Context: an optimization exercise on an open-source flow, tuned for small area and a short achievable clock period. The choices shown serve that exercise and are no tape-out recipe.
At most, simulation tests tie the RTL to the original design; equivalence was not proved.
Only the layout flow was run in runs 2 and 3; the RTL was not checked for function there.

`design.v`:
```
module mode_switch_pipe #(
    parameter int WIDTH    = 12,
    parameter int LANES    = 4,
    parameter int Q        = 3329,
    parameter int MULT_LAT = 3
) (
    input  logic                   clk,
    input  logic                   rst_n,
    input  logic                   in_valid,
    output logic                   in_ready,
    input  logic [LANES*WIDTH-1:0] in_data,
    input  logic [LANES*WIDTH-1:0] in_tw,
    input  logic                   bf_valid,
    input  logic [LANES*WIDTH-1:0] bf_data,
    input  logic [LANES*WIDTH-1:0] bf_tw,
    output logic                   fwd_valid,
    output logic [LANES*WIDTH-1:0] fwd_data,
    output logic                   ret_valid,
    output logic [LANES*WIDTH-1:0] ret_data,
    input  logic                   mode_req,
    input  logic                   mode_in,
    output logic                   mode,
    output logic                   mode_ack
);
    localparam int DW = LANES * WIDTH;
    logic [2:0] fwd_vld;
    logic [2:0] ret_vld;
    logic       mode_r;
    logic       mode_c;     
    logic       mode_2;     
    logic       pending;
    logic       pending_mode;
    logic       ready_r;    
    logic       ack_r;
    logic [DW-1:0]       mul_na0, mul_nb0, byp0, byp1, fwd2, ret2, res;
    logic [LANES*24-1:0] prod, prod1;
    wire accept  = in_valid && !pending;
    wire drained = !(|fwd_vld) && !(|ret_vld) && !bf_valid;
    always_ff @(posedge clk or negedge rst_n) begin
        if (!rst_n) begin
            fwd_vld <= '0;
            ret_vld <= '0;
        end else begin
            fwd_vld <= {fwd_vld[1:0], accept};
            ret_vld <= {ret_vld[1:0], bf_valid};
        end
    end
    for (genvar i = 0; i < LANES; i++) begin : g_lane
        msp_mul12 u_mul (.na(mul_na0[i*WIDTH +: WIDTH]), .nb(mul_nb0[i*WIDTH +: WIDTH]), .p(prod[i*24 +: 24]));
        msp_red   u_red (.p(prod1[i*24 +: 24]), .r(res[i*WIDTH +: WIDTH]));
    end
    always_ff @(posedge clk) begin
        mul_na0 <= ~(mode_c ? bf_data : in_data);    
        mul_nb0 <= ~(mode_c ? bf_tw   : in_tw);
        byp0   <= mode_c ? in_data : bf_data;
        prod1  <= prod;
        byp1   <= byp0;
        fwd2   <= mode_2 ? byp1 : res;
        ret2   <= mode_2 ? res  : byp1;
    end
    always_ff @(posedge clk or negedge rst_n) begin
        if (!rst_n) begin
            mode_r       <= 1'b0;
            mode_c       <= 1'b0;
            mode_2       <= 1'b0;
            pending      <= 1'b0;
            ready_r      <= 1'b1;
            pending_mode <= 1'b0;
            ack_r        <= 1'b0;
        end else begin
            ack_r  <= 1'b0;
            mode_2 <= mode_c;
            if (!mode_req && pending && drained && (pending_mode != mode_c))
                mode_c <= pending_mode;
            if (mode_req) begin
                pending      <= 1'b1;
                ready_r      <= 1'b0;
                pending_mode <= mode_in;
            end else if (pending && drained) begin
                mode_r  <= pending_mode;
                pending <= 1'b0;
                ready_r <= 1'b1;
                ack_r   <= 1'b1;
            end
        end
    end
    assign in_ready  = ready_r;
    assign fwd_valid = fwd_vld[2];
    assign ret_valid = ret_vld[2];
    assign fwd_data  = fwd2;
    assign ret_data  = ret2;
    assign mode      = mode_r;
    assign mode_ack  = ack_r;
endmodule
module msp_mul12 (input logic [11:0] na, input logic [11:0] nb, output logic [23:0] p);
    logic mc_1;
    logic mc_2;
    logic mc_3;
    logic mc_4;
    logic mc_5;
    logic mc_6;
    logic mc_7;
    logic mc_8;
    logic mc_9;
    logic mc_10;
    logic mc_11;
    logic mc_12;
    logic mc_13;
    logic mc_14;
    logic mc_15;
    logic mc_16;
    logic mc_17;
    logic mc_18;
    logic mc_19;
    logic mc_20;
    logic mc_21;
    logic mc_22;
    logic mc_23;
    logic mc_24;
    logic mc_25;
    logic mc_26;
    logic mc_27;
    logic mc_28;
    logic mc_29;
    logic mc_30;
    logic mc_31;
    logic mc_32;
    logic mc_33;
    logic mc_34;
    logic mc_35;
    logic mc_36;
    logic mc_37;
    logic mc_38;
    logic mc_39;
    logic mc_40;
    logic mc_41;
    logic mc_42;
    logic mc_43;
    logic mc_44;
    logic mc_45;
    logic mc_46;
    logic mc_47;
    logic mc_48;
    logic mc_49;
    logic mc_50;
    logic mc_51;
    logic mc_52;
    logic mc_53;
    logic mc_54;
    logic mc_55;
    logic mc_56;
    logic mc_57;
    logic mc_58;
    logic mc_59;
    logic mc_60;
    logic mc_61;
    logic mc_62;
    logic mc_63;
    logic mc_64;
    logic mc_65;
    logic mc_66;
    logic mc_67;
    logic mc_68;
    logic mc_69;
    logic mc_70;
    logic mc_71;
    logic mc_72;
    logic mc_73;
    logic mc_74;
    logic mc_75;
    logic mc_76;
    logic mc_77;
    logic mc_78;
    logic mc_79;
    logic mc_80;
    logic mc_81;
    logic mc_82;
    logic mc_83;
    logic mc_84;
    logic mc_85;
    logic mc_86;
    logic mc_87;
    logic mc_88;
    logic mc_89;
    logic mc_90;
    logic mc_91;
    logic mc_92;
    logic mc_93;
    logic mc_94;
    logic mc_95;
    logic mc_96;
    logic mc_97;
    logic mc_98;
    logic mc_99;
    logic mc_100;
    logic mc_101;
    logic mc_102;
    logic mc_103;
    logic mc_104;
    logic mc_105;
    logic mc_106;
    logic mc_107;
    logic mc_108;
    logic mc_109;
    logic mc_110;
    logic mc_111;
    logic mc_112;
    logic mc_113;
    logic mc_114;
    logic mc_115;
    logic mc_116;
    logic mc_117;
    logic mc_118;
    logic mc_119;
    logic mc_120;
    logic mc_121;
    logic mc_122;
    logic mc_123;
    logic mc_124;
    logic mc_125;
    logic mc_126;
    logic mc_127;
    logic mc_128;
    logic mc_129;
    logic mc_130;
    logic mc_131;
    logic mc_132;
    logic mc_133;
    logic mc_134;
    logic mc_135;
    logic mc_136;
    logic mc_137;
    logic mc_138;
    logic mc_139;
    logic mc_140;
    logic mc_141;
    logic mc_142;
    logic mc_143;
    logic mc_144;
    logic mc_145;
    logic mc_146;
    logic mc_147;
    logic mc_148;
    logic mc_149;
    logic mc_150;
    logic mc_151;
    logic mc_152;
    logic mc_153;
    logic mc_154;
    logic mc_155;
    logic mc_156;
    logic mc_157;
    logic mc_158;
    logic mc_159;
    logic mc_160;
    logic mc_161;
    logic mc_162;
    logic mc_163;
    logic mc_164;
    logic mc_165;
    logic mc_166;
    logic mc_167;
    logic mc_168;
    logic mc_169;
    logic mc_170;
    logic mc_171;
    logic mc_172;
    logic mc_173;
    logic mc_174;
    logic mc_175;
    logic mc_176;
    logic mc_177;
    logic mc_178;
    logic mc_179;
    logic mc_180;
    logic mc_181;
    logic mc_182;
    logic mc_183;
    logic mc_184;
    logic mc_185;
    logic mc_186;
    logic mc_187;
    logic mc_188;
    logic mc_189;
    logic mc_190;
    logic mc_191;
    logic mc_192;
    logic mc_193;
    logic mc_194;
    logic mc_195;
    logic mc_196;
    logic mc_197;
    logic mc_198;
    logic mc_199;
    logic mc_200;
    logic mc_201;
    logic mc_202;
    logic mc_203;
    logic mc_204;
    logic mc_205;
    logic mc_206;
    logic mc_207;
    logic mc_208;
    logic mc_209;
    logic mc_210;
    logic mc_211;
    logic mc_212;
    logic mc_213;
    logic mc_214;
    logic mc_215;
    logic mc_216;
    logic mc_217;
    logic mc_218;
    logic mc_219;
    logic mc_220;
    assign mc_1 = ~((na[0] | nb[9]) ^ (na[1] | nb[8]));
    assign mc_2 = (na[0] | nb[9]) | (na[1] | nb[8]);
    assign {mc_4, mc_3} = {(na[0] | nb[10])} + {(na[1] | nb[9])} + {(na[2] | nb[8])};
    assign mc_5 = ~((na[3] | nb[7]) ^ (na[4] | nb[6]));
    assign mc_6 = (na[3] | nb[7]) | (na[4] | nb[6]);
    assign {mc_8, mc_7} = {(na[0] | nb[11])} + {(na[1] | nb[10])} + {(na[2] | nb[9])};
    assign {mc_10, mc_9} = {(na[3] | nb[8])} + {(na[4] | nb[7])} + {(na[5] | nb[6])};
    assign mc_11 = ~((na[6] | nb[5]) ^ (na[7] | nb[4]));
    assign mc_12 = (na[6] | nb[5]) | (na[7] | nb[4]);
    assign {mc_14, mc_13} = {(na[1] | nb[11])} + {(na[2] | nb[10])} + {(na[3] | nb[9])};
    assign {mc_16, mc_15} = {(na[4] | nb[8])} + {(na[5] | nb[7])} + {(na[6] | nb[6])};
    assign mc_17 = ~((na[7] | nb[5]) ^ (na[8] | nb[4]));
    assign mc_18 = (na[7] | nb[5]) | (na[8] | nb[4]);
    assign {mc_20, mc_19} = {(na[2] | nb[11])} + {(na[3] | nb[10])} + {(na[4] | nb[9])};
    assign {mc_22, mc_21} = {(na[5] | nb[8])} + {(na[6] | nb[7])} + {(na[7] | nb[6])};
    assign {mc_24, mc_23} = {(na[3] | nb[11])} + {(na[4] | nb[10])} + {(na[5] | nb[9])};
    assign mc_25 = ~((na[0] | nb[6]) ^ (na[1] | nb[5]));
    assign mc_26 = (na[0] | nb[6]) | (na[1] | nb[5]);
    assign {mc_28, mc_27} = {(na[0] | nb[7])} + {(na[1] | nb[6])} + {(na[2] | nb[5])};
    assign mc_29 = ~((na[3] | nb[4]) ^ (na[4] | nb[3]));
    assign mc_30 = (na[3] | nb[4]) | (na[4] | nb[3]);
    assign {mc_32, mc_31} = {(na[0] | nb[8])} + {(na[1] | nb[7])} + {(na[2] | nb[6])};
    assign {mc_34, mc_33} = {(na[3] | nb[5])} + {(na[4] | nb[4])} + {(na[5] | nb[3])};
    assign mc_35 = ~((na[6] | nb[2]) ^ (na[7] | nb[1]));
    assign mc_36 = (na[6] | nb[2]) | (na[7] | nb[1]);
    assign {mc_38, mc_37} = {mc_1} + {(na[2] | nb[7])} + {(na[3] | nb[6])};
    assign {mc_40, mc_39} = {(na[4] | nb[5])} + {(na[5] | nb[4])} + {(na[6] | nb[3])};
    assign {mc_42, mc_41} = {(na[7] | nb[2])} + {(na[8] | nb[1])} + {(na[9] | nb[0])};
    assign {mc_44, mc_43} = {mc_2} + {mc_3} + {mc_5};
    assign {mc_46, mc_45} = {(na[5] | nb[5])} + {(na[6] | nb[4])} + {(na[7] | nb[3])};
    assign {mc_48, mc_47} = {(na[8] | nb[2])} + {(na[9] | nb[1])} + {(na[10] | nb[0])};
    assign {mc_50, mc_49} = {mc_4} + {mc_6} + {mc_7};
    assign {mc_52, mc_51} = {mc_9} + {mc_11} + {(na[8] | nb[3])};
    assign {mc_54, mc_53} = {(na[9] | nb[2])} + {(na[10] | nb[1])} + {(na[11] | nb[0])};
    assign {mc_56, mc_55} = {mc_8} + {mc_10} + {mc_12};
    assign {mc_58, mc_57} = {mc_13} + {mc_15} + {mc_17};
    assign {mc_60, mc_59} = {(na[9] | nb[3])} + {(na[10] | nb[2])} + {(na[11] | nb[1])};
    assign {mc_62, mc_61} = {mc_14} + {mc_16} + {mc_18};
    assign {mc_64, mc_63} = {mc_19} + {mc_21} + {(na[8] | nb[5])};
    assign {mc_66, mc_65} = {(na[9] | nb[4])} + {(na[10] | nb[3])} + {(na[11] | nb[2])};
    assign {mc_68, mc_67} = {mc_20} + {mc_22} + {mc_23};
    assign {mc_70, mc_69} = {(na[6] | nb[8])} + {(na[7] | nb[7])} + {(na[8] | nb[6])};
    assign {mc_72, mc_71} = {(na[9] | nb[5])} + {(na[10] | nb[4])} + {(na[11] | nb[3])};
    assign {mc_74, mc_73} = {mc_24} + {(na[4] | nb[11])} + {(na[5] | nb[10])};
    assign {mc_76, mc_75} = {(na[6] | nb[9])} + {(na[7] | nb[8])} + {(na[8] | nb[7])};
    assign {mc_78, mc_77} = {(na[9] | nb[6])} + {(na[10] | nb[5])} + {(na[11] | nb[4])};
    assign {mc_80, mc_79} = {(na[5] | nb[11])} + {(na[6] | nb[10])} + {(na[7] | nb[9])};
    assign {mc_82, mc_81} = {(na[8] | nb[8])} + {(na[9] | nb[7])} + {(na[10] | nb[6])};
    assign {mc_84, mc_83} = {(na[6] | nb[11])} + {(na[7] | nb[10])} + {(na[8] | nb[9])};
    assign mc_85 = ~((na[0] | nb[4]) ^ (na[1] | nb[3]));
    assign mc_86 = (na[0] | nb[4]) | (na[1] | nb[3]);
    assign {mc_88, mc_87} = {(na[0] | nb[5])} + {(na[1] | nb[4])} + {(na[2] | nb[3])};
    assign mc_89 = ~((na[3] | nb[2]) ^ (na[4] | nb[1]));
    assign mc_90 = (na[3] | nb[2]) | (na[4] | nb[1]);
    assign {mc_92, mc_91} = {mc_25} + {(na[2] | nb[4])} + {(na[3] | nb[3])};
    assign {mc_94, mc_93} = {(na[4] | nb[2])} + {(na[5] | nb[1])} + {(na[6] | nb[0])};
    assign {mc_96, mc_95} = {mc_26} + {mc_27} + {mc_29};
    assign {mc_98, mc_97} = {(na[5] | nb[2])} + {(na[6] | nb[1])} + {(na[7] | nb[0])};
    assign {mc_100, mc_99} = {mc_28} + {mc_30} + {mc_31};
    assign {mc_102, mc_101} = {mc_33} + {mc_35} + {(na[8] | nb[0])};
    assign {mc_104, mc_103} = {mc_32} + {mc_34} + {mc_36};
    assign {mc_106, mc_105} = {mc_37} + {mc_39} + {mc_41};
    assign {mc_108, mc_107} = {mc_38} + {mc_40} + {mc_42};
    assign {mc_110, mc_109} = {mc_43} + {mc_45} + {mc_47};
    assign {mc_112, mc_111} = {mc_44} + {mc_46} + {mc_48};
    assign {mc_114, mc_113} = {mc_49} + {mc_51} + {mc_53};
    assign {mc_116, mc_115} = {mc_50} + {mc_52} + {mc_54};
    assign {mc_118, mc_117} = {mc_55} + {mc_57} + {mc_59};
    assign {mc_120, mc_119} = {mc_56} + {mc_58} + {mc_60};
    assign {mc_122, mc_121} = {mc_61} + {mc_63} + {mc_65};
    assign {mc_124, mc_123} = {mc_62} + {mc_64} + {mc_66};
    assign {mc_126, mc_125} = {mc_67} + {mc_69} + {mc_71};
    assign {mc_128, mc_127} = {mc_68} + {mc_70} + {mc_72};
    assign {mc_130, mc_129} = {mc_73} + {mc_75} + {mc_77};
    assign {mc_132, mc_131} = {mc_74} + {mc_76} + {mc_78};
    assign {mc_134, mc_133} = {mc_79} + {mc_81} + {(na[11] | nb[5])};
    assign {mc_136, mc_135} = {mc_80} + {mc_82} + {mc_83};
    assign {mc_138, mc_137} = {(na[9] | nb[8])} + {(na[10] | nb[7])} + {(na[11] | nb[6])};
    assign {mc_140, mc_139} = {mc_84} + {(na[7] | nb[11])} + {(na[8] | nb[10])};
    assign {mc_142, mc_141} = {(na[9] | nb[9])} + {(na[10] | nb[8])} + {(na[11] | nb[7])};
    assign {mc_144, mc_143} = {(na[8] | nb[11])} + {(na[9] | nb[10])} + {(na[10] | nb[9])};
    assign mc_145 = ~((na[0] | nb[3]) ^ (na[1] | nb[2]));
    assign mc_146 = (na[0] | nb[3]) | (na[1] | nb[2]);
    assign {mc_148, mc_147} = {mc_85} + {(na[2] | nb[2])} + {(na[3] | nb[1])};
    assign {mc_150, mc_149} = {mc_86} + {mc_87} + {mc_89};
    assign {mc_152, mc_151} = {mc_88} + {mc_90} + {mc_91};
    assign {mc_154, mc_153} = {mc_92} + {mc_94} + {mc_95};
    assign {mc_156, mc_155} = {mc_96} + {mc_98} + {mc_99};
    assign {mc_158, mc_157} = {mc_100} + {mc_102} + {mc_103};
    assign {mc_160, mc_159} = {mc_104} + {mc_106} + {mc_107};
    assign {mc_162, mc_161} = {mc_108} + {mc_110} + {mc_111};
    assign {mc_164, mc_163} = {mc_112} + {mc_114} + {mc_115};
    assign {mc_166, mc_165} = {mc_116} + {mc_118} + {mc_119};
    assign {mc_168, mc_167} = {mc_120} + {mc_122} + {mc_123};
    assign {mc_170, mc_169} = {mc_124} + {mc_126} + {mc_127};
    assign {mc_172, mc_171} = {mc_128} + {mc_130} + {mc_131};
    assign {mc_174, mc_173} = {mc_132} + {mc_134} + {mc_135};
    assign {mc_176, mc_175} = {mc_136} + {mc_138} + {mc_139};
    assign {mc_178, mc_177} = {mc_140} + {mc_142} + {mc_143};
    assign {mc_180, mc_179} = {mc_144} + {(na[9] | nb[11])} + {(na[10] | nb[10])};
    assign mc_181 = ~((na[0] | nb[2]) ^ (na[1] | nb[1]));
    assign mc_182 = (na[0] | nb[2]) | (na[1] | nb[1]);
    assign {mc_184, mc_183} = {mc_145} + {(na[2] | nb[1])} + {(na[3] | nb[0])};
    assign {mc_186, mc_185} = {mc_146} + {mc_147} + {(na[4] | nb[0])};
    assign {mc_188, mc_187} = {mc_148} + {mc_149} + {(na[5] | nb[0])};
    assign {mc_190, mc_189} = {mc_150} + {mc_151} + {mc_93};
    assign {mc_192, mc_191} = {mc_152} + {mc_153} + {mc_97};
    assign {mc_194, mc_193} = {mc_154} + {mc_155} + {mc_101};
    assign {mc_196, mc_195} = {mc_156} + {mc_157} + {mc_105};
    assign {mc_198, mc_197} = {mc_158} + {mc_159} + {mc_109};
    assign {mc_200, mc_199} = {mc_160} + {mc_161} + {mc_113};
    assign {mc_202, mc_201} = {mc_162} + {mc_163} + {mc_117};
    assign {mc_204, mc_203} = {mc_164} + {mc_165} + {mc_121};
    assign {mc_206, mc_205} = {mc_166} + {mc_167} + {mc_125};
    assign {mc_208, mc_207} = {mc_168} + {mc_169} + {mc_129};
    assign {mc_210, mc_209} = {mc_170} + {mc_171} + {mc_133};
    assign {mc_212, mc_211} = {mc_172} + {mc_173} + {mc_137};
    assign {mc_214, mc_213} = {mc_174} + {mc_175} + {mc_141};
    assign {mc_216, mc_215} = {mc_176} + {mc_177} + {(na[11] | nb[8])};
    assign {mc_218, mc_217} = {mc_178} + {mc_179} + {(na[11] | nb[9])};
    assign {mc_220, mc_219} = {mc_180} + {(na[10] | nb[11])} + {(na[11] | nb[10])};
    logic [23:0] ra, rb;
    assign ra = {1'b1, mc_220, mc_218, mc_216, mc_214, mc_212, mc_210, mc_208, mc_206, mc_204, mc_202, mc_200, mc_198, mc_196, mc_194, mc_192, mc_190, mc_188, mc_186, mc_184, mc_182, mc_181, (na[0] | nb[1]), (na[0] | nb[0])};
    assign rb = {1'b1, (na[11] | nb[11]), mc_219, mc_217, mc_215, mc_213, mc_211, mc_209, mc_207, mc_205, mc_203, mc_201, mc_199, mc_197, mc_195, mc_193, mc_191, mc_189, mc_187, mc_185, mc_183, (na[2] | nb[0]), (na[1] | nb[0]), 1'b1};
    assign p = ~(ra + rb + 24'd1);
endmodule
module msp_red (input logic [23:0] p, output logic [11:0] r);
    logic rc_1;
    logic rc_2;
    logic rc_3;
    logic rc_4;
    logic rc_5;
    logic rc_6;
    logic rc_7;
    logic rc_8;
    logic rc_9;
    logic rc_10;
    logic rc_11;
    logic rc_12;
    logic rc_13;
    logic rc_14;
    logic rc_15;
    logic rc_16;
    logic rc_17;
    logic rc_18;
    logic rc_19;
    logic rc_20;
    logic rc_21;
    logic rc_22;
    logic rc_23;
    logic rc_24;
    logic rc_25;
    logic rc_26;
    logic rc_27;
    logic rc_28;
    logic rc_29;
    logic rc_30;
    logic rc_31;
    logic rc_32;
    logic rc_33;
    logic rc_34;
    logic rc_35;
    logic rc_36;
    logic rc_37;
    logic rc_38;
    logic rc_39;
    logic rc_40;
    logic rc_41;
    logic rc_42;
    logic rc_43;
    logic rc_44;
    logic rc_45;
    logic rc_46;
    logic rc_47;
    logic rc_48;
    logic rc_49;
    logic rc_50;
    logic rc_51;
    logic rc_52;
    logic rc_53;
    logic rc_54;
    logic rc_55;
    logic rc_56;
    logic rc_57;
    logic rc_58;
    logic rc_59;
    logic rc_60;
    logic rc_61;
    logic rc_62;
    logic rc_63;
    logic rc_64;
    logic rc_65;
    logic rc_66;
    logic rc_67;
    logic rc_68;
    logic rc_69;
    logic rc_70;
    logic rc_71;
    logic rc_72;
    logic rc_73;
    logic rc_74;
    assign {rc_2, rc_1} = {p[0]} + {~p[12]} + {~p[14]};
    assign {rc_4, rc_3} = {p[1]} + {~p[13]} + {~p[15]};
    assign {rc_6, rc_5} = {p[2]} + {~p[14]} + {~p[16]};
    assign {rc_8, rc_7} = {p[20]} + {p[22]};
    assign {rc_10, rc_9} = {p[3]} + {~p[15]} + {~p[17]};
    assign {rc_12, rc_11} = {p[21]} + {p[23]};
    assign {rc_14, rc_13} = {p[4]} + {~p[16]} + {~p[18]};
    assign {rc_16, rc_15} = {p[5]} + {~p[17]};
    assign {rc_18, rc_17} = {p[8]} + {~p[12]};
    assign {rc_20, rc_19} = {p[9]} + {~p[13]} + {~p[15]};
    assign {rc_22, rc_21} = {p[10]} + {p[12]} + {~p[16]};
    assign {rc_24, rc_23} = {p[11]} + {p[13]};
    assign {rc_26, rc_25} = {rc_1} + {p[18]};
    assign {rc_28, rc_27} = {rc_2} + {rc_3} + {p[19]};
    assign {rc_30, rc_29} = {rc_4} + {rc_5} + {rc_7};
    assign {rc_32, rc_31} = {rc_6} + {rc_8} + {rc_9};
    assign {rc_34, rc_33} = {rc_10} + {rc_12} + {rc_13};
    assign {rc_36, rc_35} = {rc_14} + {rc_15} + {~p[19]};
    assign {rc_38, rc_37} = {rc_16} + {p[6]} + {~p[18]};
    assign {rc_40, rc_39} = {p[7]} + {~p[19]};
    assign {rc_42, rc_41} = {rc_17} + {~p[14]} + {p[18]};
    assign {rc_44, rc_43} = {rc_18} + {rc_19} + {p[19]};
    assign {rc_46, rc_45} = {rc_20} + {rc_21} + {~p[18]};
    assign {rc_48, rc_47} = {rc_22} + {rc_23} + {~p[17]};
    assign {rc_50, rc_49} = {rc_25} + {p[20]};
    assign {rc_52, rc_51} = {rc_26} + {rc_27} + {p[21]};
    assign {rc_54, rc_53} = {rc_28} + {rc_29} + {1'b1};
    assign {rc_56, rc_55} = {rc_30} + {rc_31} + {rc_11};
    assign {rc_58, rc_57} = {rc_32} + {rc_33} + {p[22]};
    assign {rc_60, rc_59} = {rc_34} + {rc_35} + {p[23]};
    assign {rc_62, rc_61} = {rc_36} + {rc_37} + {~p[20]};
    assign {rc_64, rc_63} = {rc_38} + {rc_39} + {~p[21]};
    assign {rc_66, rc_65} = {rc_40} + {rc_41} + {~p[22]};
    assign {rc_68, rc_67} = {rc_42} + {rc_43} + {~p[23]};
    assign {rc_70, rc_69} = {rc_44} + {rc_45} + {1'b1};
    assign {rc_72, rc_71} = {rc_46} + {rc_47} + {~p[19]};
    assign {rc_74, rc_73} = {rc_48} + {rc_24};
    logic [13:0] ra, rb;
    logic [3:0]  t;
    logic [12:0] c0, r0;
    logic [13:0] c1, r1;
    assign ra = {rc_74, rc_72, rc_70, rc_68, rc_66, rc_64, rc_62, rc_60, rc_58, rc_56, rc_54, rc_52, rc_50, rc_49};
    assign rb = {1'b0, rc_73, rc_71, rc_69, rc_67, rc_65, rc_63, rc_61, rc_59, rc_57, rc_55, rc_53, rc_51, 1'b1};
    assign t  = ra[13:10] + rb[13:10];
    always_comb begin
        case (t)
            4'd0: begin c0 = 13'd0; c1 = 14'd13055; end
            4'd1: begin c0 = 13'd0; c1 = 14'd13055; end
            4'd2: begin c0 = 13'd0; c1 = 14'd13055; end
            4'd3: begin c0 = 13'd0; c1 = 14'd13055; end
            4'd4: begin c0 = 13'd0; c1 = 14'd13055; end
            4'd5: begin c0 = 13'd4863; c1 = 14'd9726; end
            4'd6: begin c0 = 13'd4863; c1 = 14'd9726; end
            4'd7: begin c0 = 13'd4863; c1 = 14'd9726; end
            4'd8: begin c0 = 13'd1534; c1 = 14'd6397; end
            4'd9: begin c0 = 13'd1534; c1 = 14'd6397; end
            4'd10: begin c0 = 13'd1534; c1 = 14'd6397; end
            4'd11: begin c0 = 13'd1534; c1 = 14'd6397; end
            4'd12: begin c0 = 13'd6397; c1 = 14'd3068; end
            4'd13: begin c0 = 13'd6397; c1 = 14'd3068; end
            4'd14: begin c0 = 13'd6397; c1 = 14'd3068; end
            4'd15: begin c0 = 13'd6397; c1 = 14'd3068; end
            default: begin c0 = 13'd0; c1 = 14'd0; end
        endcase
    end
    assign r0 = ra[12:0] + rb[12:0] + c0;
    assign r1 = ra + rb + c1;
    assign r  = r1[13] ? r0[11:0] : r1[11:0];
endmodule
```
`flow/run.sh`:
```
#!/bin/bash
# Standard ORFS layout (the standard.sh, standard synthesis) with small port buffers, and
# setup repair aimed well below the 25 ns clock so the resizer works on the real critical paths.
set -euo pipefail
export BUFFER_PORTS_ARGS="-buffer_cell sky130_fd_sc_hd__buf_1"
export SETUP_SLACK_MARGIN=18.8
export CTS_ARGS="-sink_clustering_enable -repair_clock_nets -sink_clustering_size 20 -sink_clustering_max_diameter 150 -dont_use_dummy_load"
bash standard.sh > flow_standard.log 2>&1
```
`standard.sh`:
```
#!/bin/bash
# synth_recipe.tcl (not shown) runs the flow's synth.tcl, then flattens the netlist and writes it again
# the make line also repeats each setting of config.mk as NAME=value (left out here)
make -C /OpenROAD-flow-scripts/flow DESIGN_CONFIG=/design/flow/config.mk WORK_HOME=/design/flow/orfs CLKGATE_MAP_FILE= SYNTH_SCRIPT=/design/flow/synth_recipe.tcl "${@:-finish}"
```
`config.mk`:
```
export PLATFORM = sky130hd
export DESIGN_NAME = mode_switch_pipe
export DESIGN_NICKNAME = mode_switch_pipe
export VERILOG_FILES = /design/flow/design.v
export SDC_FILE = /design/flow/constraint.sdc
export NUM_CORES = 4
export LEC_CHECK = 0
export CAP_MARGIN = 20
export CORE_MARGIN = 2
export CORE_UTILIZATION = 65
export CTS_CLUSTER_DIAMETER = 150
export CTS_CLUSTER_SIZE = 20
export SLEW_MARGIN = 20
```
`constraint.sdc`:
```
create_clock -name core_clock -period 25.0 [get_ports {clk}]
set_input_delay 5.0000 -clock core_clock [delete_from_list [all_inputs] [get_ports {clk}]]
set_output_delay 5.0000 -clock core_clock [all_outputs]
set_load 0.01 [all_outputs]
```
==> results.toml, run 1 <==
[route]
viasPerCell = 5.52
drt-wirelength-per-cell_um = 18.4
ant_nets = 0
vias = 26595
drc = 0
wirelength_mm = 88.5
firstDrtPassIters = 5
drt_iter0_drc = 1298

[grt]
gr-usage-all-layers_pct = 30.8
grt_overflow = 0
grt_pass1_vias = 29200
grt-busiest-layer = "met2"
grtUsageMet3_pct = 4.04
use_met2_pct = 56.2
grt_max_degree = 87
grt_pass1_wl_mm = 146
antenna_found_initial = 0
use_met1_pct = 38.5

[synth]
yosysUniqueCellTypes = 70
synth-seq-cells = 397
syn_inst = 3833
synthFlopType = "dfxtp_1"
synthArstFlopShare_pct = 3.27
synth_edf_count = 0
yosys_warnings = 2
syn-num-nets = 4918
syn-cell-area_sq_um = 36800
yosysSeqAreaShare_pct = 21.8
avgSynthCellArea_sq_um = 9.60

[placement]
hpwl_mm = 71.5
pre_cts_ws_ns = 17.89
globalplace.congestion = 0.917
io_buffers = 298

[sta]
skew_ns = 0.0358
fin_crit_sh_pct = 24.9
worstMarginPinSlew_ns = 1.00
slew_violations = 0
setup_tns_ns = 0
slew_headroom_pct = 33.2
setup_violations = 0
post-route-min-period_ns = 6.22
rsz0062_at_grt = "yes"
setup_ws_ns = 18.78
hold_viol = 0
timing.fmax_mhz = 161

[final_layout]
area_growth_pct = 8.20
final_common_cell = "nor2_1"
drive_gt1_share_pct = 7.32
fill_cells = 4384
antenna-diode-count = 0
mostFrequentLayoutCells = "nor2_1, inv_1, fa_1"
multi_input_area_sq_um = 26500
seq_area_sq_um = 8020
final_nets = 5147

[worst_setup_path]
cpMaxStageDelayCell = "dfstp_2"
crit_family = "flip-flops"
crit_buf_inv = 1
slowest_delay_ns = 0.55
cp_max_fo = 2
cp.required_ns = 20.00
cp-start-kind = "flip-flop"
path_class = "reg -> out"
critPathCaptureType = "primary output"
crit_chain = "buf_6"
worstPathArrival_ns = 1.22

[die]
die_w_um = 242
fp-row-count = 87
start_util_pct = 65.5
core_area_sq_um = 56200
ios = 299
die-area_sq_um = 58500
fp.dieH_um = 242

[job]
drv_cap = 0

[run_status]
run_status = "no timing/DRC/antenna violations"

[cts]
cts_buffer_depth = 3
cts_hold_buf = 0
cts_tree = "yes"
clock_latency_ns = 0.58
htreeDepth = 1
root_buffer = "clkbuf_16"
cts.clk_slew.worst_paths_ns = 0.09
cts_buffers = 23
cts_sinks = 397

[min_path]
hold_path_class = "reg -> reg"
==> layer usage <==
metal	wire (um)	part of all wire [%]
met1	35900	41
met2	45300	51
met3	4780	5.4
met4	2590	2.9
met5	0	0
==> cell type report <==
type / count / area share (%)
Timing Repair Buffer: 337 / 3.63
Inverter: 619 / 5.84
Sequential cell: 397 / 20.2
Multi-Input combinational cell: 2684 / 66.6
Clock buffer: 23 / 1.45
Tap cell: 756 / 2.38
==> cell usage after synthesis (10+ instances only) <==
master	number	area (sq um)
nor3_1	29	145
o21bai_1	22	165
fa_1	563	11300
dfxtp_1	384	7690
clkbuf_1	123	462
o21ai_0	60	300
mux2i_1	136	1360
nand2_1	103	387
o21a_1	16	120
or2_2	58	363
a21oi_1	177	886
a31o_2	11	96.3
ha_1	324	4050
xor2_1	76	666
nand3_1	13	65.1
xnor2_1	111	972
nor2b_1	18	113
mux2_2	66	743
a31oi_1	21	131
a21o_1	54	405
o211ai_1	12	90.1
inv_1	616	2310
nor2_1	685	2570
and3_1	10	62.6
dfrtp_1	12	300
nand2b_1	21	131
==> flip-flops by register name, summed over array words and instances, names as in the netlist <==
register	count
ret2	48
pending_mode	1
ack_r	1
mode_2	1
fwd2	48
byp0	48
ready_r	1
fwd_vld	3
pending	1
byp1	48
mode_r	1
mul_nb0	48
mul_na0	48
prod1	96
mode_c	1
ret_vld	3
==> stage by stage <==
| stage | cell area (sq um) | util (%) | cells | hold slack [ns] |
|---|---|---|---|---|
| final | 39800 | 70.9 | 4816 | 0.319 |
| after CTS | 39200 | 69.9 | 4788 | 0.322 |
| after global placement | 38400 | 68.3 | 4755 | 0.312 |
| after floorplan | 36800 | - | 3833 | 0.310 |
| after global routing | 39800 | 70.9 | 4816 | 0.323 |
| after detailed placement | 38400 | 68.3 | 4755 | 0.312 |
==> repair_timing <==
item	in CTS	in global routing
resized for setup	30	75
gates cloned	2	1
buffers inserted	8	27
setup endpoints to repair	95	97
pin swaps	6	26
==> path summary, 6_finish.rpt <==
check	from	end	slack [ns]	cells after the start
worst max-delay path	ready_r$_DFFE_PN1P_	in_ready	18.78	1
worst min-delay path	byp0[1]$_DFF_P_	byp1[1]$_DFF_P_	0.32	0
worst max register to register	prod1[36]$_DFF_P_	ret2[18]$_DFF_P_	18.96	22
worst min register to register	byp0[1]$_DFF_P_	byp1[1]$_DFF_P_	0.32	0
max in group asynchronous	rst_n	mode_c$_DFFE_PN0P_	20.01	1
min in group asynchronous	rst_n	ret_vld[2]$_DFF_PN0_	4.45	1
==> cells by family after synthesis <==
family	count (synthesis)	synth area share (%)
flops	397	21.8
compound gates	431	7.40
xor+xnor	191	4.63
simple gates	969	11.1
buf+inv	755	7.74
fa+ha+maj	888	41.7
mux	202	5.72
==> run 2, diff against run 1 <==
--- a/design.v
+++ b/design.v
@@ -437,7 +437,133 @@
     logic [23:0] ra, rb;
     assign ra = {1'b1, mc_220, mc_218, mc_216, mc_214, mc_212, mc_210, mc_208, mc_206, mc_204, mc_202, mc_200, mc_198, mc_196, mc_194, mc_192, mc_190, mc_188, mc_186, mc_184, mc_182, mc_181, (na[0] | nb[1]), (na[0] | nb[0])};
     assign rb = {1'b1, (na[11] | nb[11]), mc_219, mc_217, mc_215, mc_213, mc_211, mc_209, mc_207, mc_205, mc_203, mc_201, mc_199, mc_197, mc_195, mc_193, mc_191, mc_189, mc_187, mc_185, mc_183, (na[2] | nb[0]), (na[1] | nb[0]), 1'b1};
-    assign p = ~(ra + rb + 24'd1);
+    logic [23:0] bp, bg;
+    assign bp = ra ^ rb;
+    assign bg = ~(ra | rb);
+    logic bkg1, bkp1;
+    assign bkg1 = bg[1] | (bp[1] & bg[0]);
+    assign bkp1 = bp[1] & bp[0];
+    logic bkg2, bkp2;
+    assign bkg2 = bg[3] | (bp[3] & bg[2]);
+    assign bkp2 = bp[3] & bp[2];
+    logic bkg3, bkp3;
+    assign bkg3 = bg[5] | (bp[5] & bg[4]);
+    assign bkp3 = bp[5] & bp[4];
+    logic bkg4, bkp4;
+    assign bkg4 = bg[7] | (bp[7] & bg[6]);
+    assign bkp4 = bp[7] & bp[6];
+    logic bkg5, bkp5;
+    assign bkg5 = bg[9] | (bp[9] & bg[8]);
+    assign bkp5 = bp[9] & bp[8];
+    logic bkg6, bkp6;
+    assign bkg6 = bg[11] | (bp[11] & bg[10]);
+    assign bkp6 = bp[11] & bp[10];
+    logic bkg7, bkp7;
+    assign bkg7 = bg[13] | (bp[13] & bg[12]);
+    assign bkp7 = bp[13] & bp[12];
+    logic bkg8, bkp8;
+    assign bkg8 = bg[15] | (bp[15] & bg[14]);
+    assign bkp8 = bp[15] & bp[14];
+    logic bkg9, bkp9;
+    assign bkg9 = bg[17] | (bp[17] & bg[16]);
+    assign bkp9 = bp[17] & bp[16];
+    logic bkg10, bkp10;
+    assign bkg10 = bg[19] | (bp[19] & bg[18]);
+    assign bkp10 = bp[19] & bp[18];
+    logic bkg11, bkp11;
+    assign bkg11 = bg[21] | (bp[21] & bg[20]);
+    assign bkp11 = bp[21] & bp[20];
+    logic bkg12, bkp12;
+    assign bkg12 = bg[23] | (bp[23] & bg[22]);
+    assign bkp12 = bp[23] & bp[22];
+    logic bkg13, bkp13;
+    assign bkg13 = bkg2 | (bkp2 & bkg1);
+    assign bkp13 = bkp2 & bkp1;
+    logic bkg14, bkp14;
+    assign bkg14 = bkg4 | (bkp4 & bkg3);
+    assign bkp14 = bkp4 & bkp3;
+    logic bkg15, bkp15;
+    assign bkg15 = bkg6 | (bkp6 & bkg5);
+    assign bkp15 = bkp6 & bkp5;
+    logic bkg16, bkp16;
+    assign bkg16 = bkg8 | (bkp8 & bkg7);
+    assign bkp16 = bkp8 & bkp7;
+    logic bkg17, bkp17;
+    assign bkg17 = bkg10 | (bkp10 & bkg9);
+    assign bkp17 = bkp10 & bkp9;
+    logic bkg18, bkp18;
+    assign bkg18 = bkg12 | (bkp12 & bkg11);
+    assign bkp18 = bkp12 & bkp11;
+    logic bkg19, bkp19;
+    assign bkg19 = bkg14 | (bkp14 & bkg13);
+    assign bkp19 = bkp14 & bkp13;
+    logic bkg20, bkp20;
+    assign bkg20 = bkg16 | (bkp16 & bkg15);
+    assign bkp20 = bkp16 & bkp15;
+    logic bkg21, bkp21;
+    assign bkg21 = bkg18 | (bkp18 & bkg17);
+    assign bkp21 = bkp18 & bkp17;
+    logic bkg22, bkp22;
+    assign bkg22 = bkg20 | (bkp20 & bkg19);
+    assign bkp22 = bkp20 & bkp19;
+    logic bkg23, bkp23;
+    assign bkg23 = bkg21 | (bkp21 & bkg22);
+    assign bkp23 = bkp21 & bkp22;
+    logic bkg24, bkp24;
+    assign bkg24 = bkg15 | (bkp15 & bkg19);
+    assign bkp24 = bkp15 & bkp19;
+    logic bkg25, bkp25;
+    assign bkg25 = bkg17 | (bkp17 & bkg22);
+    assign bkp25 = bkp17 & bkp22;
+    logic bkg26, bkp26;
+    assign bkg26 = bkg3 | (bkp3 & bkg13);
+    assign bkp26 = bkp3 & bkp13;
+    logic bkg27, bkp27;
+    assign bkg27 = bkg5 | (bkp5 & bkg19);
+    assign bkp27 = bkp5 & bkp19;
+    logic bkg28, bkp28;
+    assign bkg28 = bkg7 | (bkp7 & bkg24);
+    assign bkp28 = bkp7 & bkp24;
+    logic bkg29, bkp29;
+    assign bkg29 = bkg9 | (bkp9 & bkg22);
+    assign bkp29 = bkp9 & bkp22;
+    logic bkg30, bkp30;
+    assign bkg30 = bkg11 | (bkp11 & bkg25);
+    assign bkp30 = bkp11 & bkp25;
+    logic bkg31, bkp31;
+    assign bkg31 = bg[2] | (bp[2] & bkg1);
+    assign bkp31 = bp[2] & bkp1;
+    logic bkg32, bkp32;
+    assign bkg32 = bg[4] | (bp[4] & bkg13);
+    assign bkp32 = bp[4] & bkp13;
+    logic bkg33, bkp33;
+    assign bkg33 = bg[6] | (bp[6] & bkg26);
+    assign bkp33 = bp[6] & bkp26;
+    logic bkg34, bkp34;
+    assign bkg34 = bg[8] | (bp[8] & bkg19);
+    assign bkp34 = bp[8] & bkp19;
+    logic bkg35, bkp35;
+    assign bkg35 = bg[10] | (bp[10] & bkg27);
+    assign bkp35 = bp[10] & bkp27;
+    logic bkg36, bkp36;
+    assign bkg36 = bg[12] | (bp[12] & bkg24);
+    assign bkp36 = bp[12] & bkp24;
+    logic bkg37, bkp37;
+    assign bkg37 = bg[14] | (bp[14] & bkg28);
+    assign bkp37 = bp[14] & bkp28;
+    logic bkg38, bkp38;
+    assign bkg38 = bg[16] | (bp[16] & bkg22);
+    assign bkp38 = bp[16] & bkp22;
+    logic bkg39, bkp39;
+    assign bkg39 = bg[18] | (bp[18] & bkg29);
+    assign bkp39 = bp[18] & bkp29;
+    logic bkg40, bkp40;
+    assign bkg40 = bg[20] | (bp[20] & bkg25);
+    assign bkp40 = bp[20] & bkp25;
+    logic bkg41, bkp41;
+    assign bkg41 = bg[22] | (bp[22] & bkg30);
+    assign bkp41 = bp[22] & bkp30;
+    assign p = bp ^ {bkg41, bkg30, bkg40, bkg25, bkg39, bkg29, bkg38, bkg22, bkg37, bkg28, bkg36, bkg24, bkg35, bkg27, bkg34, bkg19, bkg33, bkg26, bkg32, bkg13, bkg31, bkg1, bg[0], 1'b0};
 endmodule
 module msp_red (input logic [23:0] p, output logic [11:0] r);
     logic rc_1;
==> run 2 against run 1 <==
Still clean on timing, DRC and antenna; global-route usage is 0.50 points lower; fmax is 0.59% lower; via count hardly changed; cell count is 0.44% higher; critical path type unchanged; critical endpoint unchanged.
==> results.toml, run 2 <==
[final_layout]
largest_reg_flops = 96
mostFrequentLayoutCells = "inv_1, nor2_1, fa_1"
final_common_cell = "inv_1"
area_growth_pct = 8.56
stdcell_count = 4837
antenna-diode-count = 0
final_util_pct = 71.6
final_nets = 5204
top_register = "prod1"
drive_gt1_share_pct = 8.23

[synth]
syn-num-nets = 4972
synth-seq-cells = 397
ys_top_cells_by_count = "inv_1, nor2_1, fa_1, dfxtp_1, ha_1"
avgSynthCellArea_sq_um = 9.70
yosysUniqueCellTypes = 75
synth_top_cell_area_share_pct = 32.3
syn_inst = 3851
synth_edf_count = 0
yosysSeqAreaShare_pct = 21.5
yosysMostFrequentCell = "inv_1"
netlist_top_cells_area = "fa_1, dfxtp_1, ha_1"
syn-cell-area_sq_um = 37300
yosysTopAreaCell = "fa_1"
synthArstFlopShare_pct = 3.27
synthFlopType = "dfxtp_1"
yosys_warnings = 2

[sta]
slew_headroom_pct = 35.4
fin_crit_sh_pct = 25.0
setup_violations = 0
worstMarginPinSlew_ns = 0.969
rsz0062_at_grt = "yes"
timing.fmax_mhz = 160
skew_ns = 0.0466
post-route-min-period_ns = 6.26
slew_violations = 0
setup_tns_ns = 0
hold_viol = 0

[route]
vias = 26590
drt_iter0_drc = 1529
wirelength_mm = 89.1
drc = 0
drt-wirelength-per-cell_um = 18.4
viasPerCell = 5.50
firstDrtPassIters = 5
ant_nets = 0

[cts]
root_buffer = "clkbuf_16"
cts_buffer_depth = 3
cts_buffers = 23
cts_tree = "yes"
cts.clk_slew.worst_paths_ns = 0.09
cts_sinks = 397
cts_hold_buf = 0
clock_latency_ns = 0.58
htreeDepth = 1

[die]
core_area_sq_um = 56600
die-area_sq_um = 59400
start_util_pct = 66.0
fp-row-count = 87
fp.dieH_um = 244
die_w_um = 244
ios = 299

[run_status]
run_status = "no timing/DRC/antenna violations"

[worst_setup_path]
crit_family = "flip-flops"
slowest_delay_ns = 0.58
cp-start-kind = "flip-flop"
cp.required_ns = 20.00
cp_max_fo = 2
critPathCaptureType = "primary output"
cpMaxStageDelayCell = "dfstp_2"
path_class = "reg -> out"
worstPathArrival_ns = 1.26
crit_buf_inv = 1
crit_chain = "buf_6"

[min_path]
hold_path_class = "reg -> reg"

[grt]
grt_pass1_wl_mm = 143
gr-usage-all-layers_pct = 30.3
grt_pass1_vias = 27303
grt_overflow = 0
antenna_found_initial = 3
grt_max_degree = 68

[placement]
io_buffers = 298
post-place-cells = 4765
globalplace.congestion = 0.914
hpwl_mm = 71.6

[job]
drv_cap = 0

[pwr]
run 2: stage by stage:
| stage | cell area [sq um] | hold slack, ns | setup slack (ns) |
|---|---|---|---|
| 2_1_floorplan | 37300 | 0.310 | 18.80 |
| 3_3_place_gp | 38900 | 0.310 | 17.84 |
| 3_5_place_dp | 38900 | 0.312 | 17.88 |
| 4_1_cts | 39900 | 0.324 | 18.70 |
| 5_1_grt | 40500 | 0.334 | 18.68 |
| 6_report | 40500 | 0.321 | 18.74 |
run 2: what timing repair did:
item	4_1_cts	5_1_grt
resized for setup	75	80
gates cloned	1	2
setup endpoints to repair	115	99
pin swaps	7	39
setup buffers	7	39
run 2: worst register-to-register path, stage by stage, from the launching register on:
cell	delay (ns)
dfxtp_4	0.36
fa_1	0.58
fa_1	0.46
fa_2	0.40
inv_2	0.07
ha_2	0.19
inv_1	0.07
fa_2	0.39
xor2_4	0.19
a21oi_4	0.17
nor2_4	0.07
a21oi_4	0.14
ha_1	0.16
inv_1	0.04
ha_2	0.19
fa_2	0.41
a211o_1	0.37
a2111oi_4	0.41
o31ai_4	0.13
o41ai_4	0.22
buf_6	0.18
xnor2_4	0.22
mux2i_1	0.33
a21oi_1	0.10
run 2: logic make-up (layout without fill, tap and decap cells):
group,Yosys count,in the layout,synth area share [%]
xor+xnor,138,139,3.28
fa+ha+maj,923,923,43.0
compound gates,403,404,7.32
mux,190,190,5.34
buf+inv,884,1111,8.95
flops,397,397,21.5
simple gates,916,917,10.6
run 2: path summary, 6_finish.rpt:
path	startpoint	to	slack, ns	cells after the start
max in group asynchronous	rst_n	mode_2$_DFF_PN0_	20.03	1
min in group asynchronous	rst_n	mode_r$_DFFE_PN0P_	4.45	1
hold reg to reg	byp0[14]$_DFF_P_	byp1[14]$_DFF_P_	0.32	0
hold / removal	byp0[14]$_DFF_P_	byp1[14]$_DFF_P_	0.32	0
setup / recovery	ready_r$_DFFE_PN1P_	in_ready	18.74	1
setup reg to reg	prod1[15]$_DFF_P_	ret2[1]$_DFF_P_	18.95	23
run 2: final cells by class:
| cell class | count | area [sq um] |
|---|---|---|
| Timing Repair Buffer | 348 | 1580 |
| Inverter | 740 | 2780 |
| Fill cell | 4437 | 16100 |
| Sequential cell | 397 | 8050 |
| Multi-Input combinational cell | 2573 | 26600 |
| Tap cell | 756 | 946 |
| Clock buffer | 23 | 576 |
run 2: per-layer routing:
| metal | track usage, % | vias up | wire, um |
|---|---|---|---|
| li1 | - | 12443 | - |
| met1 | 42.1 | 13199 | 39000 |
| met2 | 51.4 | 830 | 42600 |
| met3 | 3.73 | 118 | 5410 |
| met4 | 6.22 | 0 | 2050 |
| met5 | 0 | - | 0 |
==> run 3, diff against run 2 <==
--- a/flow/run.sh
+++ b/flow/run.sh
@@ -3,6 +3,6 @@
 # setup repair aimed well below the 25 ns clock so the resizer works on the real critical paths.
 set -euo pipefail
 export BUFFER_PORTS_ARGS="-buffer_cell sky130_fd_sc_hd__buf_1"
-export SETUP_SLACK_MARGIN=18.8
+export SETUP_SLACK_MARGIN=18.65
 export CTS_ARGS="-sink_clustering_enable -repair_clock_nets -sink_clustering_size 20 -sink_clustering_max_diameter 150 -dont_use_dummy_load"
 bash standard.sh > flow_standard.log 2>&1
==> run 3 against run 2 <==
Still clean on timing, DRC and antenna; clock skew is 0.021 ns lower; synthesized area unchanged; final area decreased by 1.0%; flip-flop and latch count unchanged; count of clock-buffer cells in the layout stayed put; utilization shrank 0.74 points; global-route usage decreased by 0.13 points; largest cell class unchanged.
==> results.toml, run 3 <==
[cts]
root_buffer = "clkbuf_16"
cts_tree = "yes"
htreeDepth = 1
cts.clk_slew.worst_paths_ns = 0.10
cts_sinks = 397
clock_latency_ns = 0.58
cts_buffers = 23
cts_buffer_depth = 3
cts_hold_buf = 0

[final_layout]
antenna-diode-count = 0
multi_input_area_sq_um = 26400
largest_reg_flops = 96
drive_gt1_share_pct = 6.55
mostFrequentLayoutCells = "inv_1, nor2_1, fa_1"
area_growth_pct = 7.45
fill_cells = 4461
seq_area_sq_um = 8030
top_register = "prod1"
final_nets = 5183
final_common_cell = "inv_1"
final_util_pct = 70.9

[min_path]
hold_path_class = "reg -> reg"
hp-start = "byp0[29]$_DFF_P_"
holdPathStages = 0
min_to = "byp1[29]$_DFF_P_"

[placement]
globalplace.congestion = 0.982
pre_cts_ws_ns = 17.82
io_buffers = 298
hpwl_mm = 71.1

[synth]
syn_inst = 3851
yosysMostFrequentCell = "inv_1"
synthArstFlopShare_pct = 3.27
syn-num-nets = 4972
ys_top_cells_by_count = "inv_1, nor2_1, fa_1, dfxtp_1, ha_1"
yosysSeqAreaShare_pct = 21.5
synth_edf_count = 0
yosysTopAreaCell = "fa_1"
netlist_top_cells_area = "fa_1, dfxtp_1, ha_1"
synth_top_cell_area_share_pct = 32.3
yosys_warnings = 2
yosysUniqueCellTypes = 75
avgSynthCellArea_sq_um = 9.70
synth-seq-cells = 397
synthFlopType = "dfxtp_1"
syn-cell-area_sq_um = 37300

[die]
die_w_um = 244
ios = 299
fp.dieH_um = 244
die-area_sq_um = 59400
core_area_sq_um = 56600
fp-row-count = 87
start_util_pct = 66.0

[worst_setup_path]
regToRegSetupSlack_ns = 18.88
worstPathArrival_ns = 1.32
r2r_end = "fwd2[0]$_DFF_P_"
cp.required_ns = 20.00
critPathCaptureType = "primary output"
cp_max_fo = 1
crit_chain = "buf_1"
cp-start-kind = "flip-flop"
path_class = "reg -> out"
crit_buf_inv = 1
r2r_cells = 21
r2r_start = "prod1[12]$_DFF_P_"
slowest_delay_ns = 0.41
crit_family = "flip-flops"
cpMaxStageDelayCell = "dfxtp_1"

[route]
firstDrtPassIters = 5
drt_iter0_drc = 1699
wirelength_mm = 87.4
drt-wirelength-per-cell_um = 18.1
ant_nets = 0
drc = 0
vias = 26393
viasPerCell = 5.48

[grt]
grt-busiest-layer = "met2"
use_met2_pct = 49.8
antenna_found_initial = 0
grt_pass1_vias = 27412
grtUsageMet3_pct = 3.80
gr-usage-all-layers_pct = 30.2
use_met1_pct = 42.7
grt_max_degree = 90
grt_pass1_wl_mm = 142
grt_overflow = 0

[sta]
worstMarginPinSlew_ns = 0.995
fin_crit_sh_pct = 25.3
slew_headroom_pct = 33.2
hold_viol = 0
setup_ws_ns = 18.68
setup_tns_ns = 0
skew_ns = 0.0255
timing.fmax_mhz = 158
setup_violations = 0
slew_violations = 0
rsz0062_at_grt = "yes"
post-route-min-period_ns = 6.32
fin_hold_ws_ns = 0.325

[run_status]
run_status = "no timing/DRC/antenna violations"

[job]
drv_cap = 0
-- run 3: per-layer routing --
layer	vias to the layer above	part of all wire [%]
met2	894	47
met1	12980	44
met4	0	2.6
met5	-	0
li1	12389	-
met3	130	6.8
-- run 3: worst max-delay path by stage --
stage	to	slack, ns	start	cells past startpoint
after floorplan	fwd2[22]$_DFF_P_	18.75	prod1[36]$_DFF_P_	21
after global placement	ret2[12]$_DFF_P_	17.73	prod1[36]$_DFF_P_	22
after detailed placement	fwd2[15]$_DFF_P_	17.82	prod1[40]$_DFF_P_	21
after CTS	in_ready	18.65	ready_r$_DFFE_PN1P_	1
after global routing	fwd2[32]$_DFF_P_	18.59	prod1[57]$_DFF_P_	22
final	fwd_data[16]	18.68	fwd2[16]$_DFF_P_	1
-- run 3: cell families (layout without fill, tap and decap cells) --
family	Yosys count	in the layout	synth area share, %
xor+xnor	138	139	3.28
buf+inv	884	1092	8.95
simple gates	916	916	10.6
flops	397	397	21.5
mux	190	190	5.34
compound gates	403	403	7.32
fa+ha+maj	923	923	43.0
-- run 3: timing repair --
item                       in CTS  in global routing
resized for setup              24                 54
setup endpoints to repair      92                 97
pin swaps                       6                 13
buffers inserted               11                 14
gates cloned                    1                  0
-- run 3: worst register-to-register path, stage by stage, from the launching register on --
cell	delay, ns
dfxtp_1	0.35
inv_1	0.08
fa_1	0.41
fa_1	0.50
fa_2	0.58
inv_1	0.09
ha_1	0.28
nand3_1	0.14
and3_4	0.24
nor2_4	0.20
xnor2_1	0.14
ha_1	0.27
ha_2	0.23
fa_2	0.38
a211o_1	0.32
a2111oi_4	0.44
o31ai_4	0.15
o41ai_4	0.31
buf_4	0.19
xnor2_4	0.17
mux2i_2	0.25
mux2_2	0.28
-- run 3: cell type report --
cell class	instances	share of cell area [%]
clock buffer	23	1.43
multi-input combinational	2571	65.8
inverter	740	6.93
tap	756	2.36
sequential	397	20.0
timing repair buffer	329	3.49
-- run 3: per-stage QoR --
| stage | cell area (sq um) | std cells |
|---|---|---|
| 2_1_floorplan | 37300 | 3851 |
| 3_3_place_gp | 38900 | 4766 |
| 3_5_place_dp | 38900 | 4766 |
| 4_1_cts | 39700 | 4801 |
| 5_1_grt | 40100 | 4816 |
| 6_report | 40100 | 4816 |

what the ideal ports hide:
Ports are ideal in the flow. The routed layouts listed here were re-timed in OpenROAD. Step 1 assumes that a clkbuf_16 drives the clock port and a buf_2 every other input. Step 2 times the ports against the registers' clock, not the clock port: input delays grow and output delays shrink by t, the midpoint of the rising clock arrivals with the driver on. Slacks: ideal / step 1 / step 2; pairs: ideal / step 1.
run	t (ns)	setup slack, ns	worst setup path after step 2	clock arrival spread, ns	cell pins on the clock port's net
run 1	0.625	18.780 / 18.714 / 18.960	register to register	0.036 / 0.037	1
run 2	0.621	18.742 / 18.682 / 18.952	register to register	0.048 / 0.048	1
run 3	0.633	18.684 / 18.618 / 18.877	register to register	0.026 / 0.026	1
After both steps every run listed still meets setup and hold.
